Source: an optimization exercise on an open RTL-to-GDS flow (aim: small area, a short achievable clock period and few clock cycles per item). Production flows keep margins and buffers that such runs may drop.
Function was not checked in any run shown here: the RTL went through the layout flow alone.

==> flow/design.v (outline; a module is shown in full before it is edited, if it fits) <==
// module julia_pixel_engine: 2804 lines
module julia_pixel_engine #(
  parameter int H_RES    = 640,
  parameter int V_RES    = 480,
  parameter int MAX_ITER = 255,
  parameter int FRAC     = 12
) (
  input  logic        clk,
  input  logic        reset_n,
  input  logic        start,
  input  logic        abort,
  input  logic [15:0] c_re,
  input  logic [15:0] c_im,
  input  logic [15:0] re_start,
  input  logic [15:0] im_start,
  input  logic [15:0] step,
  output logic        draw,
  input  logic        draw_ready,
  output logic [9:0]  x,
  output logic [9:0]  y,
  output logic [7:0]  i,
  output logic        busy,
  output logic        frame_done
);
  // ...
==> flow/flow/run.sh <==
#!/bin/bash
# Standard ORFS layout (the standard.sh, unchanged synthesis), with the resizer's
# setup repair aimed below the clock period: repair_timing gets a setup margin so that
# it keeps improving paths after the 11 ns constraint is met.
set -euo pipefail
export SETUP_SLACK_MARGIN=7.6
bash standard.sh > flow_standard.log 2>&1
==> flow/standard.sh <==
#!/bin/bash
# synth_recipe.tcl (not shown) runs the flow's synth.tcl, then flattens the netlist and writes it again
# the make line also repeats each setting of config.mk as NAME=value (left out here)
make -C /OpenROAD-flow-scripts/flow DESIGN_CONFIG=/design/flow/config.mk WORK_HOME=/design/flow/orfs CLKGATE_MAP_FILE= SYNTH_SCRIPT=/design/flow/synth_recipe.tcl "${@:-finish}"
==> flow/config.mk <==
export PLATFORM = sky130hd
export DESIGN_NAME = julia_pixel_engine
export DESIGN_NICKNAME = julia_pixel_engine
export VERILOG_FILES = /design/flow/design.v
export SDC_FILE = /design/flow/constraint.sdc
export NUM_CORES = 4
export LEC_CHECK = 0
export CAP_MARGIN = 20
export CORE_MARGIN = 2
export CORE_UTILIZATION = 40
export PLACE_DENSITY = 0.6
export SLEW_MARGIN = 20
==> flow/constraint.sdc <==
create_clock -name core_clock -period 11.0 [get_ports {clk}]
set_input_delay 2.2000 -clock core_clock [delete_from_list [all_inputs] [get_ports {clk}]]
set_output_delay 2.2000 -clock core_clock [all_outputs]
set_load 0.01 [all_outputs]
==> qor.csv, run 1 <==
stage,metric,value,unit
run_status,run_status,timing/DRC/antenna clean,
timing,maximum_operating_frequency,251.4,MHz
timing,setup_ws,7.022,ns
die,top_level_ports,116,
detailed_routing,drtAntennaViolNets,0,
die,core.rowCount,108,
timing,final.setup.tns,0,ns
min_path,timing.hold.worst.start,big2,
global_routing,grt_start_max_net_pins,94,
yosys,synth.yosys.seq_area_share,34.70,%
die,floorplan.die.height,299.8,um
critical_path,worst_path_max_delay_cell,sky130_fd_sc_hd__fa_1,
final_layout,seq_area_share,30.68,%
yosys,synth_top_family_by_area,adder cells,
cts,cts_post_setup_buffers_inserted,24,
yosys,post_synth_most_frequent_cells,"631 x sky130_fd_sc_hd__inv_1, 382 x sky130_fd_sc_hd__fa_1, 361 x sky130_fd_sc_hd__dfxtp_1, 211 x sky130_fd_sc_hd__ha_1, 211 x sky130_fd_sc_hd__nand2_1",
final_layout,top_register,rb,
cts,clk_root_buffer_cell,sky130_fd_sc_hd__clkbuf_16,
cts,numClockSinks,527,
detailed_routing,detail_route.wirelength,83.64,mm
yosys,synth_mux_area_share,1.806,%
yosys,synth_area_leader,sky130_fd_sc_hd__fa_1,
yosys,synth.area.top_cells,"sky130_fd_sc_hd__fa_1 22%, sky130_fd_sc_hd__dfxtp_1 21%, sky130_fd_sc_hd__edfxtp_1 13%",
min_path,timing.hold.worst_path_depth,0,
final_layout,largest_class,multi-input combinational cells,
cts,cts-hold-fix-buffers,0,
cts,cts-resized-gates,239,
placed_design,placedInstanceArea,0.03732,mm2
detailed_routing,drt_drc_violations_left,0,
critical_path,path_max_fanout,2,
timing,timing_worst_slew_pin_value,1.068,ns
yosys,async_flop_share,2.657,%
detailed_routing,met3_wirelength,4.099,mm
die,initial_core_util,40.34,%
final_layout,final_cell_count_no_fill,4696,
timing,whs,0.3229,ns
==> run 2: changes to the inputs <==
--- a/flow/design.v
+++ b/flow/design.v
@@ -1955,420 +1955,452 @@
   wire s2_474 = s2_420 | (s2_421 & s2_418);
   wire s2_475 = s2_421 & s2_419;
   wire s2_476 = s2_424 | (s2_425 & s2_422);
   wire s2_477 = s2_425 & s2_423;
   wire s2_478 = s2_428 | (s2_429 & s2_426);
   wire s2_479 = s2_429 & s2_427;
   wire s2_480 = s2_432 | (s2_433 & s2_430);
   wire s2_481 = s2_433 & s2_431;
-  wire s2_482 = s2_472 | (s2_473 & s2_470);
-  wire s2_483 = s2_473 & s2_471;
-  wire s2_484 = s2_476 | (s2_477 & s2_474);
-  wire s2_485 = s2_477 & s2_475;
-  wire s2_486 = s2_480 | (s2_481 & s2_478);
-  wire s2_487 = s2_481 & s2_479;
-  wire s2_488 = s2_484 | (s2_485 & s2_482);
-  wire s2_489 = s2_485 & s2_483;
-  wire s2_490 = s2_486 | (s2_487 & s2_488);
-  wire s2_491 = s2_487 & s2_489;
-  wire s2_492 = s2_474 | (s2_475 & s2_482);
-  wire s2_493 = s2_475 & s2_483;
-  wire s2_494 = s2_478 | (s2_479 & s2_488);
-  wire s2_495 = s2_479 & s2_489;
-  wire s2_496 = s2_414 | (s2_415 & s2_470);
-  wire s2_497 = s2_415 & s2_471;
-  wire s2_498 = s2_418 | (s2_419 & s2_482);
-  wire s2_499 = s2_419 & s2_483;
-  wire s2_500 = s2_422 | (s2_423 & s2_492);
-  wire s2_501 = s2_423 & s2_493;
-  wire s2_502 = s2_426 | (s2_427 & s2_488);
-  wire s2_503 = s2_427 & s2_489;
-  wire s2_504 = s2_430 | (s2_431 & s2_494);
-  wire s2_505 = s2_431 & s2_495;
-  wire s2_506 = s2_436 | (s2_437 & s2_434);
-  wire s2_507 = s2_437 & s2_435;
-  wire s2_508 = s2_440 | (s2_441 & s2_438);
-  wire s2_509 = s2_441 & s2_439;
-  wire s2_510 = s2_444 | (s2_445 & s2_442);
-  wire s2_511 = s2_445 & s2_443;
-  wire s2_512 = s2_448 | (s2_449 & s2_446);
-  wire s2_513 = s2_449 & s2_447;
-  wire s2_514 = s2_452 | (s2_453 & s2_450);
-  wire s2_515 = s2_453 & s2_451;
-  wire s2_516 = s2_456 | (s2_457 & s2_454);
-  wire s2_517 = s2_457 & s2_455;
-  wire s2_518 = s2_460 | (s2_461 & s2_458);
-  wire s2_519 = s2_461 & s2_459;
-  wire s2_520 = s2_464 | (s2_465 & s2_462);
-  wire s2_521 = s2_465 & s2_463;
-  wire s2_522 = s2_508 | (s2_509 & s2_506);
-  wire s2_523 = s2_509 & s2_507;
-  wire s2_524 = s2_512 | (s2_513 & s2_510);
-  wire s2_525 = s2_513 & s2_511;
-  wire s2_526 = s2_516 | (s2_517 & s2_514);
-  wire s2_527 = s2_517 & s2_515;
-  wire s2_528 = s2_520 | (s2_521 & s2_518);
-  wire s2_529 = s2_521 & s2_519;
-  wire s2_530 = s2_524 | (s2_525 & s2_522);
-  wire s2_531 = s2_525 & s2_523;
-  wire s2_532 = s2_528 | (s2_529 & s2_526);
-  wire s2_533 = s2_529 & s2_527;
-  wire s2_534 = s2_532 | (s2_533 & s2_530);
-  wire s2_535 = s2_533 & s2_531;
-  wire s2_536 = s2_526 | (s2_527 & s2_530);
-  wire s2_537 = s2_527 & s2_531;
-  wire s2_538 = s2_510 | (s2_511 & s2_522);
-  wire s2_539 = s2_511 & s2_523;
-  wire s2_540 = s2_514 | (s2_515 & s2_530);
-  wire s2_541 = s2_515 & s2_531;
-  wire s2_542 = s2_518 | (s2_519 & s2_536);
-  wire s2_543 = s2_519 & s2_537;
-  wire s2_544 = s2_438 | (s2_439 & s2_506);
-  wire s2_545 = s2_439 & s2_507;
-  wire s2_546 = s2_442 | (s2_443 & s2_522);
-  wire s2_547 = s2_443 & s2_523;
-  wire s2_548 = s2_446 | (s2_447 & s2_538);
-  wire s2_549 = s2_447 & s2_539;
-  wire s2_550 = s2_450 | (s2_451 & s2_530);
-  wire s2_551 = s2_451 & s2_531;
-  wire s2_552 = s2_454 | (s2_455 & s2_540);
-  wire s2_553 = s2_455 & s2_541;
-  wire s2_554 = s2_458 | (s2_459 & s2_536);
-  wire s2_555 = s2_459 & s2_537;
-  wire s2_556 = s2_462 | (s2_463 & s2_542);
-  wire s2_557 = s2_463 & s2_543;
-  wire s2_558 = s2_466 | (s2_467 & s2_534);
-  wire s2_559 = s2_467 & s2_535;
-  wire s2_560 = s2_437 ^ s2_434;
-  wire s2_561 = s2_439 ^ s2_506;
-  wire s2_562 = s2_441 ^ s2_544;
-  wire s2_563 = s2_443 ^ s2_522;
-  wire s2_564 = s2_445 ^ s2_546;
-  wire s2_565 = s2_447 ^ s2_538;
-  wire s2_566 = s2_449 ^ s2_548;
-  wire s2_567 = s2_451 ^ s2_530;
-  wire s2_568 = s2_453 ^ s2_550;
-  wire s2_569 = s2_455 ^ s2_540;
-  wire s2_570 = s2_457 ^ s2_552;
-  wire s2_571 = s2_459 ^ s2_536;
-  wire s2_572 = s2_461 ^ s2_554;
-  wire s2_573 = s2_463 ^ s2_542;
-  wire s2_574 = s2_465 ^ s2_556;
-  wire s2_575 = s2_467 ^ s2_534;
-  wire s2_576 = s2_469 ^ s2_558;
-  wire s2_577 = qp0_1 & qp1_1;
-  wire s2_578 = qp0_1 ^ qp1_1;
-  wire s2_579 = qp0_3 & qp1_3;
-  wire s2_580 = qp0_3 ^ qp1_3;
-  wire s2_581 = qp0_4 & qp1_4;
-  wire s2_582 = qp0_4 ^ qp1_4;
-  wire s2_583 = qp0_5 & qp1_5;
-  wire s2_584 = qp0_5 ^ qp1_5;
-  wire s2_585 = qp0_6 & qp1_6;
-  wire s2_586 = qp0_6 ^ qp1_6;
-  wire s2_587 = qp0_7 & qp1_7;
-  wire s2_588 = qp0_7 ^ qp1_7;
-  wire s2_589 = qp0_8 & qp1_8;
-  wire s2_590 = qp0_8 ^ qp1_8;
-  wire s2_591 = qp0_9 & qp1_9;
-  wire s2_592 = qp0_9 ^ qp1_9;
-  wire s2_593 = qp0_10 & qp1_10;
-  wire s2_594 = qp0_10 ^ qp1_10;
-  wire s2_595 = qp0_11 & qp1_11;
-  wire s2_596 = qp0_11 ^ qp1_11;
-  wire s2_597 = qp0_12 & qp1_12;
-  wire s2_598 = qp0_12 ^ qp1_12;
-  wire s2_599 = qp0_13 & qp1_13;
-  wire s2_600 = qp0_13 ^ qp1_13;
-  wire s2_601 = qp0_14 & qp1_14;
-  wire s2_602 = qp0_14 ^ qp1_14;
-  wire s2_603 = qp0_15 & qp1_15;
-  wire s2_604 = qp0_15 ^ qp1_15;
-  wire s2_605 = qp0_16 & qp1_16;
-  wire s2_606 = qp0_16 ^ qp1_16;
-  wire s2_607 = qp0_17 & qp1_17;
-  wire s2_608 = qp0_17 ^ qp1_17;
-  wire s2_609 = qp0_18 & qp1_18;
-  wire s2_610 = qp0_18 ^ qp1_18;
-  wire s2_611 = qp0_19 & qp1_19;
-  wire s2_612 = qp0_19 ^ qp1_19;
-  wire s2_613 = qp0_20 & qp1_20;
-  wire s2_614 = qp0_20 ^ qp1_20;
-  wire s2_615 = qp0_21 & qp1_21;
-  wire s2_616 = qp0_21 ^ qp1_21;
-  wire s2_617 = qp0_22 & qp1_22;
-  wire s2_618 = qp0_22 ^ qp1_22;
-  wire s2_619 = qp0_23 & qp1_23;
-  wire s2_620 = qp0_23 ^ qp1_23;
-  wire s2_621 = qp0_24 & qp1_24;
-  wire s2_622 = qp0_24 ^ qp1_24;
-  wire s2_623 = qp0_25 & qp1_25;
-  wire s2_624 = qp0_25 ^ qp1_25;
-  wire s2_625 = qp0_26 & qp1_26;
-  wire s2_626 = qp0_26 ^ qp1_26;
-  wire s2_627 = qp0_27 & qp1_27;
-  wire s2_628 = qp0_27 ^ qp1_27;
-  wire s2_629 = qp0_28 & qp1_28;
-  wire s2_630 = qp0_28 ^ qp1_28;
-  wire s2_631 = qp0_29 & qp1_29;
-  wire s2_632 = qp0_29 ^ qp1_29;
-  wire s2_633 = s2_577 | (s2_578 & 1'b0);
-  wire s2_634 = s2_578 & 1'b0;
-  wire s2_635 = s2_579 | (s2_580 & 1'b0);
-  wire s2_636 = s2_580 & qp0_2;
-  wire s2_637 = s2_583 | (s2_584 & s2_581);
-  wire s2_638 = s2_584 & s2_582;
-  wire s2_639 = s2_587 | (s2_588 & s2_585);
-  wire s2_640 = s2_588 & s2_586;
-  wire s2_641 = s2_591 | (s2_592 & s2_589);
-  wire s2_642 = s2_592 & s2_590;
-  wire s2_643 = s2_595 | (s2_596 & s2_593);
-  wire s2_644 = s2_596 & s2_594;
-  wire s2_645 = s2_599 | (s2_600 & s2_597);
-  wire s2_646 = s2_600 & s2_598;
-  wire s2_647 = s2_603 | (s2_604 & s2_601);
-  wire s2_648 = s2_604 & s2_602;
-  wire s2_649 = s2_607 | (s2_608 & s2_605);
-  wire s2_650 = s2_608 & s2_606;
-  wire s2_651 = s2_611 | (s2_612 & s2_609);
-  wire s2_652 = s2_612 & s2_610;
-  wire s2_653 = s2_615 | (s2_616 & s2_613);
-  wire s2_654 = s2_616 & s2_614;
-  wire s2_655 = s2_619 | (s2_620 & s2_617);
-  wire s2_656 = s2_620 & s2_618;
-  wire s2_657 = s2_623 | (s2_624 & s2_621);
-  wire s2_658 = s2_624 & s2_622;
-  wire s2_659 = s2_627 | (s2_628 & s2_625);
-  wire s2_660 = s2_628 & s2_626;
-  wire s2_661 = s2_635 | (s2_636 & s2_633);
-  wire s2_662 = s2_636 & s2_634;
-  wire s2_663 = s2_639 | (s2_640 & s2_637);
-  wire s2_664 = s2_640 & s2_638;
-  wire s2_665 = s2_643 | (s2_644 & s2_641);
-  wire s2_666 = s2_644 & s2_642;
-  wire s2_667 = s2_647 | (s2_648 & s2_645);
-  wire s2_668 = s2_648 & s2_646;
-  wire s2_669 = s2_651 | (s2_652 & s2_649);
-  wire s2_670 = s2_652 & s2_650;
-  wire s2_671 = s2_655 | (s2_656 & s2_653);
-  wire s2_672 = s2_656 & s2_654;
-  wire s2_673 = s2_659 | (s2_660 & s2_657);
-  wire s2_674 = s2_660 & s2_658;
-  wire s2_675 = s2_663 | (s2_664 & s2_661);
-  wire s2_676 = s2_664 & s2_662;
-  wire s2_677 = s2_667 | (s2_668 & s2_665);
-  wire s2_678 = s2_668 & s2_666;
-  wire s2_679 = s2_671 | (s2_672 & s2_669);
-  wire s2_680 = s2_672 & s2_670;
-  wire s2_681 = s2_677 | (s2_678 & s2_675);
-  wire s2_682 = s2_678 & s2_676;
-  wire s2_683 = s2_679 | (s2_680 & s2_681);
-  wire s2_684 = s2_680 & s2_682;
-  wire s2_685 = s2_665 | (s2_666 & s2_675);
-  wire s2_686 = s2_666 & s2_676;
-  wire s2_687 = s2_669 | (s2_670 & s2_681);
-  wire s2_688 = s2_670 & s2_682;
-  wire s2_689 = s2_673 | (s2_674 & s2_683);
-  wire s2_690 = s2_674 & s2_684;
-  wire s2_691 = s2_637 | (s2_638 & s2_661);
-  wire s2_692 = s2_638 & s2_662;
-  wire s2_693 = s2_641 | (s2_642 & s2_675);
-  wire s2_694 = s2_642 & s2_676;
-  wire s2_695 = s2_645 | (s2_646 & s2_685);
-  wire s2_696 = s2_646 & s2_686;
-  wire s2_697 = s2_649 | (s2_650 & s2_681);
-  wire s2_698 = s2_650 & s2_682;
-  wire s2_699 = s2_653 | (s2_654 & s2_687);
-  wire s2_700 = s2_654 & s2_688;
-  wire s2_701 = s2_657 | (s2_658 & s2_683);
-  wire s2_702 = s2_658 & s2_684;
-  wire s2_703 = 1'b0 | (qp0_2 & s2_633);
-  wire s2_704 = qp0_2 & s2_634;
-  wire s2_705 = s2_581 | (s2_582 & s2_661);
-  wire s2_706 = s2_582 & s2_662;
-  wire s2_707 = s2_585 | (s2_586 & s2_691);
-  wire s2_708 = s2_586 & s2_692;
-  wire s2_709 = s2_589 | (s2_590 & s2_675);
-  wire s2_710 = s2_590 & s2_676;
-  wire s2_711 = s2_593 | (s2_594 & s2_693);
-  wire s2_712 = s2_594 & s2_694;
-  wire s2_713 = s2_597 | (s2_598 & s2_685);
-  wire s2_714 = s2_598 & s2_686;
-  wire s2_715 = s2_601 | (s2_602 & s2_695);
-  wire s2_716 = s2_602 & s2_696;
-  wire s2_717 = s2_605 | (s2_606 & s2_681);
-  wire s2_718 = s2_606 & s2_682;
-  wire s2_719 = s2_609 | (s2_610 & s2_697);
-  wire s2_720 = s2_610 & s2_698;
-  wire s2_721 = s2_613 | (s2_614 & s2_687);
-  wire s2_722 = s2_614 & s2_688;
-  wire s2_723 = s2_617 | (s2_618 & s2_699);
-  wire s2_724 = s2_618 & s2_700;
-  wire s2_725 = s2_621 | (s2_622 & s2_683);
-  wire s2_726 = s2_622 & s2_684;
-  wire s2_727 = s2_625 | (s2_626 & s2_701);
-  wire s2_728 = s2_626 & s2_702;
-  wire s2_729 = s2_629 | (s2_630 & s2_689);
-  wire s2_730 = s2_630 & s2_690;
-  wire s2_731 = s2_598 ^ s2_685;
-  wire s2_732 = s2_600 ^ s2_713;
-  wire s2_733 = s2_602 ^ s2_695;
-  wire s2_734 = s2_604 ^ s2_715;
-  wire s2_735 = s2_606 ^ s2_681;
-  wire s2_736 = s2_608 ^ s2_717;
-  wire s2_737 = s2_610 ^ s2_697;
-  wire s2_738 = s2_612 ^ s2_719;
-  wire s2_739 = s2_614 ^ s2_687;
-  wire s2_740 = s2_616 ^ s2_721;
-  wire s2_741 = s2_618 ^ s2_699;
-  wire s2_742 = s2_620 ^ s2_723;
-  wire s2_743 = s2_622 ^ s2_683;
-  wire s2_744 = s2_624 ^ s2_725;
-  wire s2_745 = s2_626 ^ s2_701;
-  wire s2_746 = s2_628 ^ s2_727;
-  wire s2_747 = s2_630 ^ s2_689;
-  wire s2_748 = s2_632 ^ s2_729;
-  wire s2_749 = s2_327 & 1'b1;
-  wire s2_750 = s2_327 ^ 1'b1;
-  wire s2_751 = s2_328 & s2_330;
-  wire s2_752 = s2_328 ^ s2_330;
-  wire s2_753 = s2_331 & s2_333;
-  wire s2_754 = s2_331 ^ s2_333;
-  wire s2_755 = s2_334 & s2_336;
-  wire s2_756 = s2_334 ^ s2_336;
-  wire s2_757 = s2_337 & s2_339;
-  wire s2_758 = s2_337 ^ s2_339;
-  wire s2_759 = s2_340 & s2_342;
-  wire s2_760 = s2_340 ^ s2_342;
-  wire s2_761 = s2_343 & s2_345;
-  wire s2_762 = s2_343 ^ s2_345;
-  wire s2_763 = s2_346 & s2_348;
-  wire s2_764 = s2_346 ^ s2_348;
-  wire s2_765 = s2_349 & s2_351;
-  wire s2_766 = s2_349 ^ s2_351;
-  wire s2_767 = s2_352 & s2_354;
-  wire s2_768 = s2_352 ^ s2_354;
-  wire s2_769 = s2_355 & s2_357;
-  wire s2_770 = s2_355 ^ s2_357;
-  wire s2_771 = s2_358 & s2_360;
-  wire s2_772 = s2_358 ^ s2_360;
-  wire s2_773 = s2_361 & s2_363;
-  wire s2_774 = s2_361 ^ s2_363;
-  wire s2_775 = s2_364 & s2_366;
-  wire s2_776 = s2_364 ^ s2_366;
-  wire s2_777 = s2_367 & s2_369;
-  wire s2_778 = s2_367 ^ s2_369;
-  wire s2_779 = s2_370 & s2_372;
-  wire s2_780 = s2_370 ^ s2_372;
-  wire s2_781 = s2_373 & s2_375;
-  wire s2_782 = s2_373 ^ s2_375;
-  wire s2_783 = s2_376 & s2_378;
-  wire s2_784 = s2_376 ^ s2_378;
-  wire s2_785 = s2_379 & s2_381;
-  wire s2_786 = s2_379 ^ s2_381;
-  wire s2_787 = s2_382 & s2_384;
-  wire s2_788 = s2_382 ^ s2_384;
-  wire s2_789 = s2_385 & s2_387;
-  wire s2_790 = s2_385 ^ s2_387;
-  wire s2_791 = s2_388 & s2_390;
-  wire s2_792 = s2_388 ^ s2_390;
-  wire s2_793 = s2_391 & s2_393;
-  wire s2_794 = s2_391 ^ s2_393;
-  wire s2_795 = s2_394 & s2_396;
-  wire s2_796 = s2_394 ^ s2_396;
-  wire s2_797 = s2_397 & s2_399;
-  wire s2_798 = s2_397 ^ s2_399;
-  wire s2_799 = s2_400 & s2_402;
-  wire s2_800 = s2_400 ^ s2_402;
-  wire s2_801 = s2_403 & s2_405;
-  wire s2_802 = s2_403 ^ s2_405;
-  wire s2_803 = s2_406 & s2_408;
-  wire s2_804 = s2_406 ^ s2_408;
-  wire s2_805 = s2_751 | (s2_752 & s2_749);
-  wire s2_806 = s2_752 & s2_750;
-  wire s2_807 = s2_755 | (s2_756 & s2_753);
-  wire s2_808 = s2_756 & s2_754;
-  wire s2_809 = s2_759 | (s2_760 & s2_757);
-  wire s2_810 = s2_760 & s2_758;
-  wire s2_811 = s2_763 | (s2_764 & s2_761);
-  wire s2_812 = s2_764 & s2_762;
-  wire s2_813 = s2_767 | (s2_768 & s2_765);
-  wire s2_814 = s2_768 & s2_766;
-  wire s2_815 = s2_771 | (s2_772 & s2_769);
-  wire s2_816 = s2_772 & s2_770;
-  wire s2_817 = s2_807 | (s2_808 & s2_805);
-  wire s2_818 = s2_808 & s2_806;
-  wire s2_819 = s2_811 | (s2_812 & s2_809);
-  wire s2_820 = s2_812 & s2_810;
-  wire s2_821 = s2_815 | (s2_816 & s2_813);
-  wire s2_822 = s2_816 & s2_814;
-  wire s2_823 = s2_819 | (s2_820 & s2_817);
-  wire s2_824 = s2_820 & s2_818;
-  wire s2_825 = s2_821 | (s2_822 & s2_823);
-  wire s2_826 = s2_822 & s2_824;
-  wire s2_827 = s2_809 | (s2_810 & s2_817);
-  wire s2_828 = s2_810 & s2_818;
-  wire s2_829 = s2_813 | (s2_814 & s2_823);
-  wire s2_830 = s2_814 & s2_824;
-  wire s2_831 = s2_753 | (s2_754 & s2_805);
-  wire s2_832 = s2_754 & s2_806;
-  wire s2_833 = s2_757 | (s2_758 & s2_817);
-  wire s2_834 = s2_758 & s2_818;
-  wire s2_835 = s2_761 | (s2_762 & s2_827);
-  wire s2_836 = s2_762 & s2_828;
-  wire s2_837 = s2_765 | (s2_766 & s2_823);
-  wire s2_838 = s2_766 & s2_824;
-  wire s2_839 = s2_769 | (s2_770 & s2_829);
-  wire s2_840 = s2_770 & s2_830;
-  wire s2_841 = s2_775 | (s2_776 & s2_773);
-  wire s2_842 = s2_776 & s2_774;
-  wire s2_843 = s2_779 | (s2_780 & s2_777);
-  wire s2_844 = s2_780 & s2_778;
-  wire s2_845 = s2_783 | (s2_784 & s2_781);
-  wire s2_846 = s2_784 & s2_782;
-  wire s2_847 = s2_787 | (s2_788 & s2_785);
-  wire s2_848 = s2_788 & s2_786;
-  wire s2_849 = s2_791 | (s2_792 & s2_789);
-  wire s2_850 = s2_792 & s2_790;
-  wire s2_851 = s2_795 | (s2_796 & s2_793);
-  wire s2_852 = s2_796 & s2_794;
-  wire s2_853 = s2_799 | (s2_800 & s2_797);
-  wire s2_854 = s2_800 & s2_798;
-  wire s2_855 = s2_843 | (s2_844 & s2_841);
-  wire s2_856 = s2_844 & s2_842;
-  wire s2_857 = s2_847 | (s2_848 & s2_845);
-  wire s2_858 = s2_848 & s2_846;
-  wire s2_859 = s2_851 | (s2_852 & s2_849);
-  wire s2_860 = s2_852 & s2_850;
-  wire s2_861 = s2_857 | (s2_858 & s2_855);
-  wire s2_862 = s2_858 & s2_856;
-  wire s2_863 = s2_859 | (s2_860 & s2_861);
-  wire s2_864 = s2_860 & s2_862;
-  wire s2_865 = s2_845 | (s2_846 & s2_855);
-  wire s2_866 = s2_846 & s2_856;
-  wire s2_867 = s2_849 | (s2_850 & s2_861);
-  wire s2_868 = s2_850 & s2_862;
-  wire s2_869 = s2_853 | (s2_854 & s2_863);
-  wire s2_870 = s2_854 & s2_864;
-  wire s2_871 = s2_777 | (s2_778 & s2_841);
-  wire s2_872 = s2_778 & s2_842;
-  wire s2_873 = s2_781 | (s2_782 & s2_855);
-  wire s2_874 = s2_782 & s2_856;
-  wire s2_875 = s2_785 | (s2_786 & s2_865);
-  wire s2_876 = s2_786 & s2_866;
-  wire s2_877 = s2_789 | (s2_790 & s2_861);
-  wire s2_878 = s2_790 & s2_862;
-  wire s2_879 = s2_793 | (s2_794 & s2_867);
-  wire s2_880 = s2_794 & s2_868;
-  wire s2_881 = s2_797 | (s2_798 & s2_863);
-  wire s2_882 = s2_798 & s2_864;
-  wire s2_883 = s2_801 | (s2_802 & s2_869);
-  wire s2_884 = s2_802 & s2_870;
-  assign im2   = {s2_748, s2_747, s2_746, s2_745, s2_744, s2_743, s2_742, s2_741, s2_740, s2_739, s2_738, s2_737, s2_736, s2_735, s2_734, s2_733, s2_732, s2_731};
+  wire s2_482 = s2_414 | (s2_415 & s2_470);
+  wire s2_483 = s2_415 & s2_471;
+  wire s2_484 = s2_472 | (s2_473 & s2_470);
+  wire s2_485 = s2_473 & s2_471;
+  wire s2_486 = s2_422 | (s2_423 & s2_474);
+  wire s2_487 = s2_423 & s2_475;
+  wire s2_488 = s2_476 | (s2_477 & s2_474);
+  wire s2_489 = s2_477 & s2_475;
+  wire s2_490 = s2_430 | (s2_431 & s2_478);
+  wire s2_491 = s2_431 & s2_479;
+  wire s2_492 = s2_480 | (s2_481 & s2_478);
+  wire s2_493 = s2_481 & s2_479;
+  wire s2_494 = s2_418 | (s2_419 & s2_484);
+  wire s2_495 = s2_419 & s2_485;
+  wire s2_496 = s2_474 | (s2_475 & s2_484);
+  wire s2_497 = s2_475 & s2_485;
+  wire s2_498 = s2_486 | (s2_487 & s2_484);
+  wire s2_499 = s2_487 & s2_485;
+  wire s2_500 = s2_488 | (s2_489 & s2_484);
+  wire s2_501 = s2_489 & s2_485;
+  wire s2_502 = s2_426 | (s2_427 & s2_500);
+  wire s2_503 = s2_427 & s2_501;
+  wire s2_504 = s2_478 | (s2_479 & s2_500);
+  wire s2_505 = s2_479 & s2_501;
+  wire s2_506 = s2_490 | (s2_491 & s2_500);
+  wire s2_507 = s2_491 & s2_501;
+  wire s2_508 = s2_492 | (s2_493 & s2_500);
+  wire s2_509 = s2_493 & s2_501;
+  wire s2_510 = s2_436 | (s2_437 & s2_434);
+  wire s2_511 = s2_437 & s2_435;
+  wire s2_512 = s2_440 | (s2_441 & s2_438);
+  wire s2_513 = s2_441 & s2_439;
+  wire s2_514 = s2_444 | (s2_445 & s2_442);
+  wire s2_515 = s2_445 & s2_443;
+  wire s2_516 = s2_448 | (s2_449 & s2_446);
+  wire s2_517 = s2_449 & s2_447;
+  wire s2_518 = s2_452 | (s2_453 & s2_450);
+  wire s2_519 = s2_453 & s2_451;
+  wire s2_520 = s2_456 | (s2_457 & s2_454);
+  wire s2_521 = s2_457 & s2_455;
+  wire s2_522 = s2_460 | (s2_461 & s2_458);
+  wire s2_523 = s2_461 & s2_459;
+  wire s2_524 = s2_464 | (s2_465 & s2_462);
+  wire s2_525 = s2_465 & s2_463;
+  wire s2_526 = s2_438 | (s2_439 & s2_510);
+  wire s2_527 = s2_439 & s2_511;
+  wire s2_528 = s2_512 | (s2_513 & s2_510);
+  wire s2_529 = s2_513 & s2_511;
+  wire s2_530 = s2_446 | (s2_447 & s2_514);
+  wire s2_531 = s2_447 & s2_515;
+  wire s2_532 = s2_516 | (s2_517 & s2_514);
+  wire s2_533 = s2_517 & s2_515;
+  wire s2_534 = s2_454 | (s2_455 & s2_518);
+  wire s2_535 = s2_455 & s2_519;
+  wire s2_536 = s2_520 | (s2_521 & s2_518);
+  wire s2_537 = s2_521 & s2_519;
+  wire s2_538 = s2_462 | (s2_463 & s2_522);
+  wire s2_539 = s2_463 & s2_523;
+  wire s2_540 = s2_524 | (s2_525 & s2_522);
+  wire s2_541 = s2_525 & s2_523;
+  wire s2_542 = s2_442 | (s2_443 & s2_528);
+  wire s2_543 = s2_443 & s2_529;
+  wire s2_544 = s2_514 | (s2_515 & s2_528);
+  wire s2_545 = s2_515 & s2_529;
+  wire s2_546 = s2_530 | (s2_531 & s2_528);
+  wire s2_547 = s2_531 & s2_529;
+  wire s2_548 = s2_532 | (s2_533 & s2_528);
+  wire s2_549 = s2_533 & s2_529;
+  wire s2_550 = s2_458 | (s2_459 & s2_536);
+  wire s2_551 = s2_459 & s2_537;
+  wire s2_552 = s2_522 | (s2_523 & s2_536);
+  wire s2_553 = s2_523 & s2_537;
+  wire s2_554 = s2_538 | (s2_539 & s2_536);
+  wire s2_555 = s2_539 & s2_537;
+  wire s2_556 = s2_540 | (s2_541 & s2_536);
+  wire s2_557 = s2_541 & s2_537;
+  wire s2_558 = s2_450 | (s2_451 & s2_548);
+  wire s2_559 = s2_451 & s2_549;
+  wire s2_560 = s2_518 | (s2_519 & s2_548);
+  wire s2_561 = s2_519 & s2_549;
+  wire s2_562 = s2_534 | (s2_535 & s2_548);
+  wire s2_563 = s2_535 & s2_549;
+  wire s2_564 = s2_536 | (s2_537 & s2_548);
+  wire s2_565 = s2_537 & s2_549;
+  wire s2_566 = s2_550 | (s2_551 & s2_548);
+  wire s2_567 = s2_551 & s2_549;
+  wire s2_568 = s2_552 | (s2_553 & s2_548);
+  wire s2_569 = s2_553 & s2_549;
+  wire s2_570 = s2_554 | (s2_555 & s2_548);
+  wire s2_571 = s2_555 & s2_549;
+  wire s2_572 = s2_556 | (s2_557 & s2_548);
+  wire s2_573 = s2_557 & s2_549;
+  wire s2_574 = s2_466 | (s2_467 & s2_572);
+  wire s2_575 = s2_467 & s2_573;
+  wire s2_576 = s2_437 ^ s2_434;
+  wire s2_577 = s2_439 ^ s2_510;
+  wire s2_578 = s2_441 ^ s2_526;
+  wire s2_579 = s2_443 ^ s2_528;
+  wire s2_580 = s2_445 ^ s2_542;
+  wire s2_581 = s2_447 ^ s2_544;
+  wire s2_582 = s2_449 ^ s2_546;
+  wire s2_583 = s2_451 ^ s2_548;
+  wire s2_584 = s2_453 ^ s2_558;
+  wire s2_585 = s2_455 ^ s2_560;
+  wire s2_586 = s2_457 ^ s2_562;
+  wire s2_587 = s2_459 ^ s2_564;
+  wire s2_588 = s2_461 ^ s2_566;
+  wire s2_589 = s2_463 ^ s2_568;
+  wire s2_590 = s2_465 ^ s2_570;
+  wire s2_591 = s2_467 ^ s2_572;
+  wire s2_592 = s2_469 ^ s2_574;
+  wire s2_593 = qp0_1 & qp1_1;
+  wire s2_594 = qp0_1 ^ qp1_1;
+  wire s2_595 = qp0_3 & qp1_3;
+  wire s2_596 = qp0_3 ^ qp1_3;
+  wire s2_597 = qp0_4 & qp1_4;
+  wire s2_598 = qp0_4 ^ qp1_4;
+  wire s2_599 = qp0_5 & qp1_5;
+  wire s2_600 = qp0_5 ^ qp1_5;
+  wire s2_601 = qp0_6 & qp1_6;
+  wire s2_602 = qp0_6 ^ qp1_6;
+  wire s2_603 = qp0_7 & qp1_7;
+  wire s2_604 = qp0_7 ^ qp1_7;
+  wire s2_605 = qp0_8 & qp1_8;
+  wire s2_606 = qp0_8 ^ qp1_8;
+  wire s2_607 = qp0_9 & qp1_9;
+  wire s2_608 = qp0_9 ^ qp1_9;
+  wire s2_609 = qp0_10 & qp1_10;
+  wire s2_610 = qp0_10 ^ qp1_10;
+  wire s2_611 = qp0_11 & qp1_11;
+  wire s2_612 = qp0_11 ^ qp1_11;
+  wire s2_613 = qp0_12 & qp1_12;
+  wire s2_614 = qp0_12 ^ qp1_12;
+  wire s2_615 = qp0_13 & qp1_13;
+  wire s2_616 = qp0_13 ^ qp1_13;
+  wire s2_617 = qp0_14 & qp1_14;
+  wire s2_618 = qp0_14 ^ qp1_14;
+  wire s2_619 = qp0_15 & qp1_15;
+  wire s2_620 = qp0_15 ^ qp1_15;
+  wire s2_621 = qp0_16 & qp1_16;
+  wire s2_622 = qp0_16 ^ qp1_16;
+  wire s2_623 = qp0_17 & qp1_17;
+  wire s2_624 = qp0_17 ^ qp1_17;
+  wire s2_625 = qp0_18 & qp1_18;
+  wire s2_626 = qp0_18 ^ qp1_18;
+  wire s2_627 = qp0_19 & qp1_19;
+  wire s2_628 = qp0_19 ^ qp1_19;
+  wire s2_629 = qp0_20 & qp1_20;
+  wire s2_630 = qp0_20 ^ qp1_20;
+  wire s2_631 = qp0_21 & qp1_21;
+  wire s2_632 = qp0_21 ^ qp1_21;
+  wire s2_633 = qp0_22 & qp1_22;
+  wire s2_634 = qp0_22 ^ qp1_22;
+  wire s2_635 = qp0_23 & qp1_23;
+  wire s2_636 = qp0_23 ^ qp1_23;
+  wire s2_637 = qp0_24 & qp1_24;
+  wire s2_638 = qp0_24 ^ qp1_24;
+  wire s2_639 = qp0_25 & qp1_25;
+  wire s2_640 = qp0_25 ^ qp1_25;
+  wire s2_641 = qp0_26 & qp1_26;
+  wire s2_642 = qp0_26 ^ qp1_26;
+  wire s2_643 = qp0_27 & qp1_27;
+  wire s2_644 = qp0_27 ^ qp1_27;
+  wire s2_645 = qp0_28 & qp1_28;
+  wire s2_646 = qp0_28 ^ qp1_28;
+  wire s2_647 = qp0_29 & qp1_29;
+  wire s2_648 = qp0_29 ^ qp1_29;
+  wire s2_649 = s2_593 | (s2_594 & 1'b0);
+  wire s2_650 = s2_594 & 1'b0;
+  wire s2_651 = s2_595 | (s2_596 & 1'b0);
+  wire s2_652 = s2_596 & qp0_2;
+  wire s2_653 = s2_599 | (s2_600 & s2_597);
+  wire s2_654 = s2_600 & s2_598;
+  wire s2_655 = s2_603 | (s2_604 & s2_601);
+  wire s2_656 = s2_604 & s2_602;
+  wire s2_657 = s2_607 | (s2_608 & s2_605);
+  wire s2_658 = s2_608 & s2_606;
+  wire s2_659 = s2_611 | (s2_612 & s2_609);
+  wire s2_660 = s2_612 & s2_610;
+  wire s2_661 = s2_615 | (s2_616 & s2_613);
+  wire s2_662 = s2_616 & s2_614;
+  wire s2_663 = s2_619 | (s2_620 & s2_617);
+  wire s2_664 = s2_620 & s2_618;
+  wire s2_665 = s2_623 | (s2_624 & s2_621);
+  wire s2_666 = s2_624 & s2_622;
+  wire s2_667 = s2_627 | (s2_628 & s2_625);
+  wire s2_668 = s2_628 & s2_626;
+  wire s2_669 = s2_631 | (s2_632 & s2_629);
+  wire s2_670 = s2_632 & s2_630;
+  wire s2_671 = s2_635 | (s2_636 & s2_633);
+  wire s2_672 = s2_636 & s2_634;
+  wire s2_673 = s2_639 | (s2_640 & s2_637);
+  wire s2_674 = s2_640 & s2_638;
+  wire s2_675 = s2_643 | (s2_644 & s2_641);
+  wire s2_676 = s2_644 & s2_642;
+  wire s2_677 = s2_651 | (s2_652 & s2_649);
+  wire s2_678 = s2_652 & s2_650;
+  wire s2_679 = s2_655 | (s2_656 & s2_653);
+  wire s2_680 = s2_656 & s2_654;
+  wire s2_681 = s2_659 | (s2_660 & s2_657);
+  wire s2_682 = s2_660 & s2_658;
+  wire s2_683 = s2_663 | (s2_664 & s2_661);
+  wire s2_684 = s2_664 & s2_662;
+  wire s2_685 = s2_667 | (s2_668 & s2_665);
+  wire s2_686 = s2_668 & s2_666;
+  wire s2_687 = s2_671 | (s2_672 & s2_669);
+  wire s2_688 = s2_672 & s2_670;
+  wire s2_689 = s2_675 | (s2_676 & s2_673);
+  wire s2_690 = s2_676 & s2_674;
+  wire s2_691 = s2_679 | (s2_680 & s2_677);
+  wire s2_692 = s2_680 & s2_678;
+  wire s2_693 = s2_683 | (s2_684 & s2_681);
+  wire s2_694 = s2_684 & s2_682;
+  wire s2_695 = s2_687 | (s2_688 & s2_685);
+  wire s2_696 = s2_688 & s2_686;
+  wire s2_697 = s2_693 | (s2_694 & s2_691);
+  wire s2_698 = s2_694 & s2_692;
+  wire s2_699 = s2_695 | (s2_696 & s2_697);
+  wire s2_700 = s2_696 & s2_698;
+  wire s2_701 = s2_681 | (s2_682 & s2_691);
+  wire s2_702 = s2_682 & s2_692;
+  wire s2_703 = s2_685 | (s2_686 & s2_697);
+  wire s2_704 = s2_686 & s2_698;
+  wire s2_705 = s2_689 | (s2_690 & s2_699);
+  wire s2_706 = s2_690 & s2_700;
+  wire s2_707 = s2_653 | (s2_654 & s2_677);
+  wire s2_708 = s2_654 & s2_678;
+  wire s2_709 = s2_657 | (s2_658 & s2_691);
+  wire s2_710 = s2_658 & s2_692;
+  wire s2_711 = s2_661 | (s2_662 & s2_701);
+  wire s2_712 = s2_662 & s2_702;
+  wire s2_713 = s2_665 | (s2_666 & s2_697);
+  wire s2_714 = s2_666 & s2_698;
+  wire s2_715 = s2_669 | (s2_670 & s2_703);
+  wire s2_716 = s2_670 & s2_704;
+  wire s2_717 = s2_673 | (s2_674 & s2_699);
+  wire s2_718 = s2_674 & s2_700;
+  wire s2_719 = 1'b0 | (qp0_2 & s2_649);
+  wire s2_720 = qp0_2 & s2_650;
+  wire s2_721 = s2_597 | (s2_598 & s2_677);
+  wire s2_722 = s2_598 & s2_678;
+  wire s2_723 = s2_601 | (s2_602 & s2_707);
+  wire s2_724 = s2_602 & s2_708;
+  wire s2_725 = s2_605 | (s2_606 & s2_691);
+  wire s2_726 = s2_606 & s2_692;
+  wire s2_727 = s2_609 | (s2_610 & s2_709);
+  wire s2_728 = s2_610 & s2_710;
+  wire s2_729 = s2_613 | (s2_614 & s2_701);
+  wire s2_730 = s2_614 & s2_702;
+  wire s2_731 = s2_617 | (s2_618 & s2_711);
+  wire s2_732 = s2_618 & s2_712;
+  wire s2_733 = s2_621 | (s2_622 & s2_697);
+  wire s2_734 = s2_622 & s2_698;
+  wire s2_735 = s2_625 | (s2_626 & s2_713);
+  wire s2_736 = s2_626 & s2_714;
+  wire s2_737 = s2_629 | (s2_630 & s2_703);
+  wire s2_738 = s2_630 & s2_704;
+  wire s2_739 = s2_633 | (s2_634 & s2_715);
+  wire s2_740 = s2_634 & s2_716;
+  wire s2_741 = s2_637 | (s2_638 & s2_699);
+  wire s2_742 = s2_638 & s2_700;
+  wire s2_743 = s2_641 | (s2_642 & s2_717);
+  wire s2_744 = s2_642 & s2_718;
+  wire s2_745 = s2_645 | (s2_646 & s2_705);
+  wire s2_746 = s2_646 & s2_706;
+  wire s2_747 = s2_614 ^ s2_701;
+  wire s2_748 = s2_616 ^ s2_729;
+  wire s2_749 = s2_618 ^ s2_711;
+  wire s2_750 = s2_620 ^ s2_731;
+  wire s2_751 = s2_622 ^ s2_697;
+  wire s2_752 = s2_624 ^ s2_733;
+  wire s2_753 = s2_626 ^ s2_713;
+  wire s2_754 = s2_628 ^ s2_735;
+  wire s2_755 = s2_630 ^ s2_703;
+  wire s2_756 = s2_632 ^ s2_737;
+  wire s2_757 = s2_634 ^ s2_715;
+  wire s2_758 = s2_636 ^ s2_739;
+  wire s2_759 = s2_638 ^ s2_699;
+  wire s2_760 = s2_640 ^ s2_741;
+  wire s2_761 = s2_642 ^ s2_717;
+  wire s2_762 = s2_644 ^ s2_743;
+  wire s2_763 = s2_646 ^ s2_705;
+  wire s2_764 = s2_648 ^ s2_745;
+  wire s2_765 = s2_327 & 1'b1;
+  wire s2_766 = s2_327 ^ 1'b1;
+  wire s2_767 = s2_328 & s2_330;
+  wire s2_768 = s2_328 ^ s2_330;
+  wire s2_769 = s2_331 & s2_333;
+  wire s2_770 = s2_331 ^ s2_333;
+  wire s2_771 = s2_334 & s2_336;
+  wire s2_772 = s2_334 ^ s2_336;
+  wire s2_773 = s2_337 & s2_339;
+  wire s2_774 = s2_337 ^ s2_339;
+  wire s2_775 = s2_340 & s2_342;
+  wire s2_776 = s2_340 ^ s2_342;
+  wire s2_777 = s2_343 & s2_345;
+  wire s2_778 = s2_343 ^ s2_345;
+  wire s2_779 = s2_346 & s2_348;
+  wire s2_780 = s2_346 ^ s2_348;
+  wire s2_781 = s2_349 & s2_351;
+  wire s2_782 = s2_349 ^ s2_351;
+  wire s2_783 = s2_352 & s2_354;
+  wire s2_784 = s2_352 ^ s2_354;
+  wire s2_785 = s2_355 & s2_357;
+  wire s2_786 = s2_355 ^ s2_357;
+  wire s2_787 = s2_358 & s2_360;
+  wire s2_788 = s2_358 ^ s2_360;
+  wire s2_789 = s2_361 & s2_363;
+  wire s2_790 = s2_361 ^ s2_363;
+  wire s2_791 = s2_364 & s2_366;
+  wire s2_792 = s2_364 ^ s2_366;
+  wire s2_793 = s2_367 & s2_369;
+  wire s2_794 = s2_367 ^ s2_369;
+  wire s2_795 = s2_370 & s2_372;
+  wire s2_796 = s2_370 ^ s2_372;
+  wire s2_797 = s2_373 & s2_375;
+  wire s2_798 = s2_373 ^ s2_375;
+  wire s2_799 = s2_376 & s2_378;
+  wire s2_800 = s2_376 ^ s2_378;
+  wire s2_801 = s2_379 & s2_381;
+  wire s2_802 = s2_379 ^ s2_381;
+  wire s2_803 = s2_382 & s2_384;
+  wire s2_804 = s2_382 ^ s2_384;
+  wire s2_805 = s2_385 & s2_387;
+  wire s2_806 = s2_385 ^ s2_387;
+  wire s2_807 = s2_388 & s2_390;
+  wire s2_808 = s2_388 ^ s2_390;
+  wire s2_809 = s2_391 & s2_393;
+  wire s2_810 = s2_391 ^ s2_393;
+  wire s2_811 = s2_394 & s2_396;
+  wire s2_812 = s2_394 ^ s2_396;
+  wire s2_813 = s2_397 & s2_399;
+  wire s2_814 = s2_397 ^ s2_399;
+  wire s2_815 = s2_400 & s2_402;
+  wire s2_816 = s2_400 ^ s2_402;
+  wire s2_817 = s2_403 & s2_405;
+  wire s2_818 = s2_403 ^ s2_405;
+  wire s2_819 = s2_406 & s2_408;
+  wire s2_820 = s2_406 ^ s2_408;
+  wire s2_821 = s2_767 | (s2_768 & s2_765);
+  wire s2_822 = s2_768 & s2_766;
+  wire s2_823 = s2_771 | (s2_772 & s2_769);
+  wire s2_824 = s2_772 & s2_770;
+  wire s2_825 = s2_775 | (s2_776 & s2_773);
+  wire s2_826 = s2_776 & s2_774;
+  wire s2_827 = s2_779 | (s2_780 & s2_777);
+  wire s2_828 = s2_780 & s2_778;
+  wire s2_829 = s2_783 | (s2_784 & s2_781);
+  wire s2_830 = s2_784 & s2_782;
+  wire s2_831 = s2_787 | (s2_788 & s2_785);
+  wire s2_832 = s2_788 & s2_786;
+  wire s2_833 = s2_769 | (s2_770 & s2_821);
+  wire s2_834 = s2_770 & s2_822;
+  wire s2_835 = s2_823 | (s2_824 & s2_821);
+  wire s2_836 = s2_824 & s2_822;
+  wire s2_837 = s2_777 | (s2_778 & s2_825);
+  wire s2_838 = s2_778 & s2_826;
+  wire s2_839 = s2_827 | (s2_828 & s2_825);
+  wire s2_840 = s2_828 & s2_826;
+  wire s2_841 = s2_785 | (s2_786 & s2_829);
+  wire s2_842 = s2_786 & s2_830;
+  wire s2_843 = s2_831 | (s2_832 & s2_829);
+  wire s2_844 = s2_832 & s2_830;
+  wire s2_845 = s2_773 | (s2_774 & s2_835);
+  wire s2_846 = s2_774 & s2_836;
+  wire s2_847 = s2_825 | (s2_826 & s2_835);
+  wire s2_848 = s2_826 & s2_836;
+  wire s2_849 = s2_837 | (s2_838 & s2_835);
+  wire s2_850 = s2_838 & s2_836;
+  wire s2_851 = s2_839 | (s2_840 & s2_835);
+  wire s2_852 = s2_840 & s2_836;
+  wire s2_853 = s2_781 | (s2_782 & s2_851);
+  wire s2_854 = s2_782 & s2_852;
+  wire s2_855 = s2_829 | (s2_830 & s2_851);
+  wire s2_856 = s2_830 & s2_852;
+  wire s2_857 = s2_841 | (s2_842 & s2_851);
+  wire s2_858 = s2_842 & s2_852;
+  wire s2_859 = s2_843 | (s2_844 & s2_851);
+  wire s2_860 = s2_844 & s2_852;
+  wire s2_861 = s2_791 | (s2_792 & s2_789);
+  wire s2_862 = s2_792 & s2_790;
+  wire s2_863 = s2_795 | (s2_796 & s2_793);
+  wire s2_864 = s2_796 & s2_794;
+  wire s2_865 = s2_799 | (s2_800 & s2_797);
+  wire s2_866 = s2_800 & s2_798;
+  wire s2_867 = s2_803 | (s2_804 & s2_801);
+  wire s2_868 = s2_804 & s2_802;
+  wire s2_869 = s2_807 | (s2_808 & s2_805);
+  wire s2_870 = s2_808 & s2_806;
+  wire s2_871 = s2_811 | (s2_812 & s2_809);
+  wire s2_872 = s2_812 & s2_810;
+  wire s2_873 = s2_815 | (s2_816 & s2_813);
+  wire s2_874 = s2_816 & s2_814;
+  wire s2_875 = s2_793 | (s2_794 & s2_861);
+  wire s2_876 = s2_794 & s2_862;
+  wire s2_877 = s2_863 | (s2_864 & s2_861);
+  wire s2_878 = s2_864 & s2_862;
+  wire s2_879 = s2_801 | (s2_802 & s2_865);
+  wire s2_880 = s2_802 & s2_866;
+  wire s2_881 = s2_867 | (s2_868 & s2_865);
+  wire s2_882 = s2_868 & s2_866;
+  wire s2_883 = s2_809 | (s2_810 & s2_869);
+  wire s2_884 = s2_810 & s2_870;
+  wire s2_885 = s2_871 | (s2_872 & s2_869);
+  wire s2_886 = s2_872 & s2_870;
+  wire s2_887 = s2_817 | (s2_818 & s2_873);
+  wire s2_888 = s2_818 & s2_874;
+  wire s2_889 = s2_797 | (s2_798 & s2_877);
+  wire s2_890 = s2_798 & s2_878;
+  wire s2_891 = s2_865 | (s2_866 & s2_877);
+  wire s2_892 = s2_866 & s2_878;
+  wire s2_893 = s2_879 | (s2_880 & s2_877);
+  wire s2_894 = s2_880 & s2_878;
+  wire s2_895 = s2_881 | (s2_882 & s2_877);
+  wire s2_896 = s2_882 & s2_878;
+  wire s2_897 = s2_813 | (s2_814 & s2_885);
+  wire s2_898 = s2_814 & s2_886;
+  wire s2_899 = s2_873 | (s2_874 & s2_885);
+  wire s2_900 = s2_874 & s2_886;
+  wire s2_901 = s2_887 | (s2_888 & s2_885);
+  wire s2_902 = s2_888 & s2_886;
+  wire s2_903 = s2_805 | (s2_806 & s2_895);
+  wire s2_904 = s2_806 & s2_896;
+  wire s2_905 = s2_869 | (s2_870 & s2_895);
+  wire s2_906 = s2_870 & s2_896;
+  wire s2_907 = s2_883 | (s2_884 & s2_895);
+  wire s2_908 = s2_884 & s2_896;
+  wire s2_909 = s2_885 | (s2_886 & s2_895);
+  wire s2_910 = s2_886 & s2_896;
+  wire s2_911 = s2_897 | (s2_898 & s2_895);
+  wire s2_912 = s2_898 & s2_896;
+  wire s2_913 = s2_899 | (s2_900 & s2_895);
+  wire s2_914 = s2_900 & s2_896;
+  wire s2_915 = s2_901 | (s2_902 & s2_895);
+  wire s2_916 = s2_902 & s2_896;
+  assign im2   = {s2_764, s2_763, s2_762, s2_761, s2_760, s2_759, s2_758, s2_757, s2_756, s2_755, s2_754, s2_753, s2_752, s2_751, s2_750, s2_749, s2_748, s2_747};
   logic       big_new, esc, fin;
   logic [7:0] it_inc, cnt;
   assign big_new = ~in_range18(re3) | ~in_range18(im3);
   assign re3   = reh3 ^ ({rep3, 1'b1} & {18{rec3}});
   assign mesc3 = ~(mp3 ^ (mg3 | (mq3 & mc3)));
   assign esc     = big3 | mesc3 | cap3;
   assign it_inc  = it3 + 8'd1;
   assign fin = esc | big_new;
@@ -2696,55 +2728,55 @@
     qp0_28 <= s1_1208;
     qp1_28 <= s1_1210;
     qp0_29 <= s1_1211;
     qp1_29 <= s1_1212;
     big2 <= big1;
     it2  <= it1;
     tg2  <= tg1;
     reh3[0] <= s2_435;
-    reh3[1] <= s2_560;
+    reh3[1] <= s2_576;
     rep3[1] <= s2_435;
-    reh3[2] <= s2_561;
-    rep3[2] <= s2_507;
-    reh3[3] <= s2_562;
-    rep3[3] <= s2_545;
-    reh3[4] <= s2_563;
-    rep3[4] <= s2_523;
-    reh3[5] <= s2_564;
-    rep3[5] <= s2_547;
-    reh3[6] <= s2_565;
-    rep3[6] <= s2_539;
-    reh3[7] <= s2_566;
-    rep3[7] <= s2_549;
-    reh3[8] <= s2_567;
-    rep3[8] <= s2_531;
-    reh3[9] <= s2_568;
-    rep3[9] <= s2_551;
-    reh3[10] <= s2_569;
-    rep3[10] <= s2_541;
-    reh3[11] <= s2_570;
-    rep3[11] <= s2_553;
-    reh3[12] <= s2_571;
-    rep3[12] <= s2_537;
-    reh3[13] <= s2_572;
-    rep3[13] <= s2_555;
-    reh3[14] <= s2_573;
-    rep3[14] <= s2_543;
-    reh3[15] <= s2_574;
-    rep3[15] <= s2_557;
-    reh3[16] <= s2_575;
-    rep3[16] <= s2_535;
-    reh3[17] <= s2_576;
-    rep3[17] <= s2_559;
-    rec3 <= s2_490;
-    mp3 <= s2_804;
-    mg3 <= s2_883;
-    mq3 <= s2_884;
-    mc3 <= s2_825;
+    reh3[2] <= s2_577;
+    rep3[2] <= s2_511;
+    reh3[3] <= s2_578;
+    rep3[3] <= s2_527;
+    reh3[4] <= s2_579;
+    rep3[4] <= s2_529;
+    reh3[5] <= s2_580;
+    rep3[5] <= s2_543;
+    reh3[6] <= s2_581;
+    rep3[6] <= s2_545;
+    reh3[7] <= s2_582;
+    rep3[7] <= s2_547;
+    reh3[8] <= s2_583;
+    rep3[8] <= s2_549;
+    reh3[9] <= s2_584;
+    rep3[9] <= s2_559;
+    reh3[10] <= s2_585;
+    rep3[10] <= s2_561;
+    reh3[11] <= s2_586;
+    rep3[11] <= s2_563;
+    reh3[12] <= s2_587;
+    rep3[12] <= s2_565;
+    reh3[13] <= s2_588;
+    rep3[13] <= s2_567;
+    reh3[14] <= s2_589;
+    rep3[14] <= s2_569;
+    reh3[15] <= s2_590;
+    rep3[15] <= s2_571;
+    reh3[16] <= s2_591;
+    rep3[16] <= s2_573;
+    reh3[17] <= s2_592;
+    rep3[17] <= s2_575;
+    rec3 <= s2_508;
+    mp3 <= s2_820;
+    mg3 <= s2_915;
+    mq3 <= s2_916;
+    mc3 <= s2_859;
     im3   <= im2;
     cap2  <= (it1 == ITER_CAP);
     cap3  <= cap2;
     big3  <= big2;
     it3   <= it2;
     tg3   <= tg2;
     sr1 <= sr_n;
     si1 <= si_n;
==> run 2 against run 1 <==
  * Critical path type unchanged
  * Largest cell class unchanged
  * Register-to-register slack better by 0.16 ns
  * First-iteration DRC count is 9.4% lower
==> qor.csv, run 2 <==
stage,metric,value,unit,change
cts,number_of_buffers_on_the_longest_clock_path,3,,
global_routing,grt.overflow.total,0,,
detailed_routing,num_vias,23170,,
critical_path,critPathKind,reg2reg,,
final_layout,final_layout_size_suffix_gt1_share,11.95,%,
yosys,synth-warning-count,1,,
critical_path,worst_setup_sp_type,flip-flop,,
detailed_routing,drtAntennaViolNets,0,,unchanged
timing,maximum_operating_frequency,261.6,MHz,+4.1%
yosys,dominant_register_cell_in_the_synthesized_netlist,sky130_fd_sc_hd__dfxtp_1,,
detailed_routing,detail_route.wirelength,83.02,mm,-0.73%
global_routing,grt_start_max_net_pins,83,,-12%
yosys,synth_edf_count,152,,
cts,cts_inserted_buffers,58,,
final_layout,largestRegisters,"rb x48, im3 x18",,
timing,maxSlewHeadroom,29.41,%,
yosys,synth.yosys.seq_area_share,34.67,%,about the same
cts,clock_tree_from_tritoncts,built,,
detailed_routing,drt_first_pass_iters,5,,
timing,period_share,34.75,%,
yosys,synthesis.area,0.03502,mm2,
yosys,synth.top_cell.area_share,21.78,%,
cts,cts-hold-fix-buffers,0,,unchanged
critical_path,cp.required,11.53,ns,
cts,path_clk_slew,0.06,ns,
yosys,synth.area.top_cells,"sky130_fd_sc_hd__fa_1 22%, sky130_fd_sc_hd__dfxtp_1 21%, sky130_fd_sc_hd__edfxtp_1 13%",,
final_layout,area_growth,15.44,%,
detailed_routing,detail_route.vias_per_cell,4.908,,
die,core.rowCount,108,,unchanged
placed_design,last_weighted_congestion_value_of_the_routability_driven_placer,0.8440,,
detailed_routing,drt_first_iter_violations,1326,,
yosys,async_flop_share,2.657,%,unchanged
detailed_routing,drt_drc_violations_left,0,,unchanged
critical_path,path_max_fanout,3,,+1
global_routing,grt_pass1_wl,132.4,mm,
cts,numClockSinks,527,,unchanged
detailed_routing,wl_per_cell,17.59,um,
critical_path,worstSetupEndpointType,flip-flop,,
flow_run,timing.max_cap.violations,0,,
cts,insertion_delay,0.64,ns,
timing,grt_setup_unrepaired,true,,
die,floorplan.die.height,299.9,um,about the same
final_layout,fin_util,46.60,%,
cts,cts.htree.levels,2,,
run_status,run_status,timing/DRC/antenna clean,,
global_routing,grt_antenna_before_repair,3,,
timing,timing_worst_slew_pin_value,1.057,ns,-0.01086 ns
die,die_area,0.08993,mm2,
min_path,worst_hold_path_type,reg2reg,,
global_routing,globalRouteTotalUtil,18.67,%,
cts,clk_root_buffer_cell,sky130_fd_sc_hd__clkbuf_16,,
timing,shortest_clock_period_the_worst_path_allows_after_layout,3.823,ns,
placed_design,hpwlAfterDp,59.38,mm,
final_layout,number_of_flip_flops_under_the_largest_register_name,48,,
timing,fin_skew,0.04172,ns,
yosys,ys_ff_latch,527,,
yosys,synth_most_common_cell,sky130_fd_sc_hd__inv_1,,
die,die_width,299.9,um,
yosys,post_synth_most_frequent_cells,"618 x sky130_fd_sc_hd__inv_1, 381 x sky130_fd_sc_hd__fa_1, 361 x sky130_fd_sc_hd__dfxtp_1, 242 x sky130_fd_sc_hd__nand2_1, 211 x sky130_fd_sc_hd__ha_1",,
yosys,synth_area_leader,sky130_fd_sc_hd__fa_1,,
yosys,syn_area_per_cell,10.28,um2,
yosys,syn-num-nets,4085,,
timing,final-hold-violation-count,0,,
critical_path,r2r_setup_slack,7.18,ns,
die,initial_core_util,40.37,%,about the same
critical_path,cp_data_arrival_time,4.36,ns,
timing,final.setup.tns,0,ns,unchanged
final_layout,mostFrequentLayoutCell,sky130_fd_sc_hd__inv_1,,
die,core_area,0.08675,mm2,
die,top_level_ports,116,,unchanged
global_routing,vias_in_the_first_global_route,23810,,
placed_design,count_of_port_buffers_added_during_placement,115,,
timing,maxSlewViolCount,0,,
yosys,yosysUniqueCellTypes,80,,
final_layout,nNetsFinal,4196,,
final_layout,leading_cell_types_in_the_layout_fill_and_taps_excluded,"609 x sky130_fd_sc_hd__inv_1, 362 x sky130_fd_sc_hd__fa_1, 299 x sky130_fd_sc_hd__dfxtp_1",,
yosys,syn-instance-count,3408,,
final_layout,top_register,rb,,
timing,setup_viol,0,,
-- run 2: cell types whose count changed after synthesis, moves of 8 or more --
cell and change:
sky130_fd_sc_hd__nand2_1 +31, sky130_fd_sc_hd__and3_1 -11, sky130_fd_sc_hd__buf_2 -8, sky130_fd_sc_hd__inv_1 -13
sky130_fd_sc_hd__xor2_1 +8
-- run 2: final cells by class --
type / instances / area (um2)
tap: 1155 / 1445
inverter: 622 / 2366
clock buffer: 78 / 1713
clock inverter: 28 / 335.3
antenna: 1 / 2.502
multi-input combinational: 2103 / 20350
sequential: 527 / 12270
fill: 8197 / 46330
timing repair buffer: 207 / 1943
-- run 2: cell families after synthesis --
| group | after synthesis | share of synthesized area (%) |
|---|---|---|
| AO/OA/AOI/OAI | 431 | 7.900 |
| adder cells (fa/ha/maj) | 593 | 29.35 |
| buffers and inverters | 778 | 8.532 |
| flip-flops | 527 | 34.67 |
| AND/OR/NAND/NOR | 745 | 10.60 |
| XOR/XNOR | 286 | 7.153 |
| multiplexers | 48 | 1.797 |
-- run 2: metal layers --
layer | share of wire, % | track usage (%) | vias up
met4 | 1.8 | 3.393 | 0
met2 | 48 | 31.51 | 523
met5 | 0 | 0 | -
met3 | 4.8 | 2.254 | 98
li1 | - | - | 11040
met1 | 46 | 26.05 | 11510
-- run 2: path summary, 6_finish.rpt --
| path | start | end | cells past startpoint |
|---|---|---|---|
| max | qa1_12 | reh3[17] | 17 |
| min | tg2[0] | tg3[0] | 0 |
| max reg2reg | qa1_12 | reh3[17] | 17 |
| min reg2reg | tg2[0] | tg3[0] | 0 |
| max in group asynchronous | reset_n | busy_q | 1 |
| min in group asynchronous | reset_n | busy_o | 1 |
-- run 2: timing repair --
action / 4_1_cts / 5_1_grt
buffers inserted: 45 / 12
pin swaps: 36 / 23
setup endpoints to repair: 253 / 103
endpoints found under the hold margin: 0 / 0
gates resized for setup: 258 / 66
gates cloned: 3 / 2
-- run 2: critical path, stage by stage (launching register included) --
cell                       delay [ns]
sky130_fd_sc_hd__dfxtp_2         0.33
sky130_fd_sc_hd__inv_2           0.04
sky130_fd_sc_hd__fa_1            0.54
sky130_fd_sc_hd__inv_1           0.05
sky130_fd_sc_hd__fa_1            0.49
sky130_fd_sc_hd__inv_2           0.05
sky130_fd_sc_hd__ha_4            0.15
sky130_fd_sc_hd__fa_2            0.38
sky130_fd_sc_hd__a21o_1          0.17
sky130_fd_sc_hd__a21o_1          0.17
sky130_fd_sc_hd__a21oi_2         0.21
sky130_fd_sc_hd__o21ai_2         0.10
sky130_fd_sc_hd__a21oi_4         0.17
sky130_fd_sc_hd__a311oi_2        0.14
sky130_fd_sc_hd__o21ai_2         0.16
sky130_fd_sc_hd__nand2b_1        0.10
sky130_fd_sc_hd__fa_2            0.34
sky130_fd_sc_hd__xnor2_1         0.12
-- run 2: per-stage QoR --
step | std cells | cell area [um2] | worst slack, ns | hold WS [ns]
after CTS | 4706 | 40050 | 7.168 | 0.3268
after floorplan | 3408 | 35160 | 7.189 | 0.3096
final | 4721 | 40420 | 7.177 | 0.3258
after global routing | 4720 | 40420 | 7.033 | 0.3286
after detailed placement | 4552 | 37300 | 6.391 | 0.3121
after global placement | 4552 | 37300 | 6.395 | 0.3096

## port drivers added, routing unchanged
The results above use ideal ports. As a check the final layouts listed here were re-extracted and re-timed, cells and wires unchanged. Step 1 assumes that a clkbuf_16 drives the clock port and a buf_2 every other input. Step 2 times the ports against the registers' clock, not the clock port: input delays grow and output delays shrink by t, the midpoint of the rising clock arrivals with the driver on. Three values: no drivers, after step 1, after step 2; two values: the first two.
run	shift t [ns]	setup WS [ns]	slew at the worst register clock pin (ns)
run 1	0.685	7.022 / 7.022 / 6.973	0.07 / 0.07
run 2	0.684	7.177 / 7.177 / 6.932	0.07 / 0.07
After both steps setup and hold are still met in every run listed. The setup slack of run 2, which loses most, moves by 0.000 ns with the drivers and by -0.245 ns with both steps.
